What follows belongs to an exercise in optimizing a design on an open flow for small area and a short achievable clock period; a production flow would make more cautious choices. The RTL was checked by simulation tests, not by an equivalence proof against the original design.

main:
## ddc_core
module ddc_core
(
    input  logic        ADC_CLK,
    input  logic        RST_N,
    input  logic [11:0] ADC_IN,
    input  logic        ENC_SW,
    input  logic        ENC_DIR,
    input  logic        ENC_CNT,
    input  logic        ENC_CLK,
    input  logic        DATA_ACK,
    output logic [15:0] OUT,
    output logic        DATA_RDY
);
    function automatic logic [21:0] quarter_pair(input logic [5:0] k);
        logic [21:0] v;
        case (k)
            6'd0: v = {11'd2047, 11'd0};
            6'd1: v = {11'd2046, 11'd50};
            6'd2: v = {11'd2045, 11'd100};
            6'd3: v = {11'd2041, 11'd151};
            6'd4: v = {11'd2037, 11'd201};
            6'd5: v = {11'd2032, 11'd251};
            6'd6: v = {11'd2025, 11'd300};
            6'd7: v = {11'd2017, 11'd350};
            6'd8: v = {11'd2008, 11'd399};
            6'd9: v = {11'd1997, 11'd449};
            6'd10: v = {11'd1986, 11'd497};
            6'd11: v = {11'd1973, 11'd546};
            6'd12: v = {11'd1959, 11'd594};
            6'd13: v = {11'd1944, 11'd642};
            6'd14: v = {11'd1927, 11'd690};
            6'd15: v = {11'd1910, 11'd737};
            6'd16: v = {11'd1891, 11'd783};
            6'd17: v = {11'd1871, 11'd830};
            6'd18: v = {11'd1850, 11'd875};
            6'd19: v = {11'd1828, 11'd920};
            6'd20: v = {11'd1805, 11'd965};
            6'd21: v = {11'd1781, 11'd1009};
            6'd22: v = {11'd1756, 11'd1052};
            6'd23: v = {11'd1729, 11'd1095};
            6'd24: v = {11'd1702, 11'd1137};
            6'd25: v = {11'd1674, 11'd1179};
            6'd26: v = {11'd1644, 11'd1219};
            6'd27: v = {11'd1614, 11'd1259};
            6'd28: v = {11'd1582, 11'd1299};
            6'd29: v = {11'd1550, 11'd1337};
            6'd30: v = {11'd1517, 11'd1375};
            6'd31: v = {11'd1483, 11'd1411};
            6'd32: v = {11'd1447, 11'd1447};
  ...
clock: 8.0 ns
lec_check: 0
abc_area: 1
cap_margin: 20
core_margin: 2
core_utilization: 40
cts_cluster_diameter: 60
cts_cluster_size: 20
slew_margin: 20
standard.sh (not shown) runs the stock make flow with config.mk's settings and CLKGATE_MAP_FILE= SYNTH_SCRIPT=/design/flow/synth_recipe.tcl, a recipe that flattens the netlist after the stock synthesis.
==> flow/flow/run.sh <==
#!/bin/bash
# Own layout flow: the standard ORFS flow (standard.sh, unchanged synthesis script and
# constraints) with a few extra ORFS settings:
#  - port buffers are buf_4 cells instead of the default pick,
#  - the resizer may swap cells across footprints,
#  - timing repair aims at a larger setup margin.
set -euo pipefail
bash standard.sh \
  "SETUP_SLACK_MARGIN=${MARGIN:-5.25}" \
  "MATCH_CELL_FOOTPRINT=0" \
  "BUFFER_PORTS_ARGS=-buffer_cell sky130_fd_sc_hd__buf_4" \
  finish > standard_flow.log 2>&1
main: no failed stages, no open violations at the end
Inputs modified between main and the feature branch:
--- a/flow/design.v
+++ b/flow/design.v
@@ -20,16 +20,15 @@
     input  logic        dv,      
     output logic [15:0] dout
 );
     logic [16:0] i0l_q, i0h_q, i1l_q, i1h_q, i2l_q, i2h_q;
     logic        i0c_a_q, i0c_b_q, i0v_q;    
     logic        i1c_q, i2c_q;
-    logic        dumph_q;         
-    logic [33:0] u_q, w_q;
+    logic [33:0] u_q, v_q, w_q;
     logic        xp_q;            
-    logic        cu_q;            
+    logic [1:0]  cu_q, cv_q;      
     logic ci_s_1;
     logic ci_c_2;
     assign ci_s_1 = i0l_q[0] ^ da[0] ^ db[0];
     assign ci_c_2 = (i0l_q[0] & da[0]) | (i0l_q[0] & db[0]) | (da[0] & db[0]);
     logic ci_s_3;
     logic ci_c_4;
@@ -2182,18 +2181,21 @@
     logic yh_sum_lc_1001;
     assign yh_sum_lc_1001 = yh_sum_G_981 | (yh_sum_P_982 & yl_sum[17]);
     assign yh_sum[15] = yh_sum_p_902 ^ yh_sum_lc_1001;
     logic yh_sum_lc_1002;
     assign yh_sum_lc_1002 = yh_sum_G_983 | (yh_sum_P_984 & yl_sum[17]);
     assign yh_sum[16] = yh_sum_p_903 ^ yh_sum_lc_1002;
-    logic       xb, xp, cu;
-    logic [1:0] su;
+    logic       xb, xp;
+    logic [1:0] cu, cv;
+    logic [2:0] su, sv;
     assign xb = u_q[0];
     assign xp = ser0 ? 1'b0 : xp_q;
-    assign cu = ser0 ? 1'b1 : cu_q;
-    assign su = {1'b0, xp} + {1'b0, ~w_q[0]} + {1'b0, cu};
+    assign cu = ser0 ? 2'd0 : cu_q;
+    assign cv = ser0 ? 2'd2 : cv_q;
+    assign su = {2'b0, xb} + {2'b0, xp} + {2'b0, v_q[0]} + {1'b0, cu};
+    assign sv = {2'b0, w_q[0]} + {2'b0, ~xb} + {2'b0, ~xp} + {1'b0, cv};
     assign dout = yh_sum[16:1];
     always_ff @(posedge clk or negedge rst_n) begin
         if (!rst_n) begin
             i0l_q   <= '0;
             i0h_q   <= '0;
             i1l_q   <= '0;
@@ -2202,37 +2204,39 @@
             i2h_q   <= '0;
             i0c_a_q <= 1'b0;
             i0c_b_q <= 1'b0;
             i0v_q   <= 1'b0;
             i1c_q   <= 1'b0;
             i2c_q   <= 1'b0;
-            dumph_q <= 1'b0;
             u_q     <= '0;
+            v_q     <= '0;
             w_q     <= '0;
             xp_q    <= 1'b0;
-            cu_q    <= 1'b0;
+            cu_q    <= '0;
+            cv_q    <= '0;
         end else begin
             i0l_q   <= i0l_sum[16:0];
             i0c_a_q <= i0c_a_d;
             i0c_b_q <= i0c_b_d;
             i0v_q   <= dv;
             i0h_q   <= i0h_sum;
             i1l_q   <= i1l_sum[16:0];
             i1c_q   <= i1l_sum[17];
             i1h_q   <= i1h_sum;
-            i2l_q   <= strobe ? i1l_q : i2l_sum[16:0];
-            i2c_q   <= strobe ? 1'b0 : i2l_sum[17];
-            i2h_q   <= dumph_q ? i1h_q : i2h_sum;
-            dumph_q <= strobe;
+            i2l_q   <= i2l_sum[16:0];
+            i2c_q   <= i2l_sum[17];
+            i2h_q   <= i2h_sum;
             if (strobe) begin
                 u_q <= {i2h_sum, i2l_q};
             end else if (ser) begin
                 u_q  <= {su[0], u_q[33:1]};
+                v_q  <= {sv[0], v_q[33:1]};
                 w_q  <= {xb, w_q[33:1]};
                 xp_q <= xb;
-                cu_q <= su[1];
+                cu_q <= su[2:1];
+                cv_q <= sv[2:1];
             end
         end
     end
 endmodule
 module ddc_core
 (
@@ -2372,20 +2376,19 @@
     logic [15:0] mb_q1;
     logic mvalid_q;
     logic ms_q0, ms_q1, mns_q0, mns_q1, mk1_q0, mk1_q1, mk2_q0, mk2_q1;
     logic [33:0] mva0, mvb0, mva1, mvb1;
     logic [5:0]  cnt_q;
     logic        strobe, ser, ser0;
-    logic        strobe_q, nser_q, nser0_q;    
     logic [7:0]  a;
     assign a      = phase_q[31:24];
     logic [21:0] qpair;
     assign qpair  = quarter_pair(a[5:0]);
-    assign strobe = strobe_q;           
-    assign ser    = ~nser_q;            
-    assign ser0   = ~nser0_q;           
+    assign strobe = &cnt_q;
+    assign ser    = (cnt_q < 6'd34);    
+    assign ser0   = (cnt_q == 6'd0);
     logic x3_d_p_1;
     logic x3_d_g_15;
     assign x3_d_p_1 = ADC_IN[0] ^ 1'b0;
     assign x3_d_g_15 = ADC_IN[0] & 1'b0;
     logic x3_d_p_2;
     logic x3_d_g_16;
@@ -4486,15 +4489,12 @@
             mk2_q1 <= 1'b0;
             ma_q0 <= '0;
             mb_q0 <= '0;
             ma_q1 <= '0;
             mb_q1 <= '0;
             cnt_q   <= '0;
-            strobe_q <= 1'b0;
-            nser_q  <= 1'b0;
-            nser0_q <= 1'b0;
             out_q   <= '0;
             hold_q  <= '0;
             rdy_q   <= 1'b0;
             ptr_q   <= 1'b0;
         end else begin
             meta_q  <= {DATA_ACK, ENC_CLK, ENC_CNT, ENC_DIR, ENC_SW};
@@ -4577,15 +4577,12 @@
             mns_q1  <= ~lo_q1[19];
             mk1_q0  <= mk1_0_285;
             mk1_q1  <= mk1_1_461;
             mk2_q0  <= mk2_0_286;
             mk2_q1  <= mk2_1_462;
             cnt_q   <= cnt_q + 6'd1;
-            strobe_q <= (cnt_q == 6'd62);
-            nser_q  <= ~((cnt_q < 6'd33) || (cnt_q == 6'd63));
-            nser0_q <= ~(cnt_q == 6'd63);
             if (strobe) begin
                 out_q  <= dec0;
                 hold_q <= dec1;
                 rdy_q  <= 1'b1;
                 ptr_q  <= 1'b0;
             end else if (ack_rise && rdy_q) begin
==> comparison <==
No run among the feature branch and main stopped early or left any final violation; all are clean.
Slack of the worst reg-to-reg path up 50 ps in the feature branch wrt main
Diff main -> the feature branch | number of well taps | up by a few percent
Sum of routed wire length over all layers sits lower in the feature branch than in main.
Per the comparison of the feature branch with main, worst-case reg-to-reg path depth lower; buffering stage count on the worst path with inverters included fell by 2; number of signal-net buffers in the layout now smaller; finished layout cell area moved up.
Diff main -> the feature branch: clock buffer instance count of the final layout now smaller; count of endpoints failing setup in the final report comparable.
Compared the feature branch against main; worst setup margin within noise.

## separate check: timing with driven ports
In the flow no input, the clock included, has a driving cell. The finished layouts below were timed again as built, in two steps. Step 1 sets driving cells, clkbuf_16 on the clock port and buf_2 on the other inputs (assumed; they add their load-dependent delay and slew). Step 2 moves the port delays by t, midway between the first and last clock arrival at a register: inputs arrive t later, outputs are due t later. That takes back most of the time a late clock gives input paths. a / b / c = no drivers / after step 1 / after step 2; a / b = the first two.
run | t (ns) | setup WS [ns] | worst hold slack (ns) | worst setup path after step 2 | slew at the worst register clock pin (ns)
main | 0.688 | 5.213 / 5.162 / 4.865 | 0.348 / 0.348 / 0.348 | input to register | 0.08 / 0.08
the feature branch | 0.695 | 5.216 / 5.152 / 4.787 | 0.346 / 0.346 / 0.346 | input to register | 0.08 / 0.08
After both steps setup and hold are still met in every run listed. The setup slack of the feature branch, which loses most, moves by -0.064 ns with the drivers and by -0.429 ns with both steps.
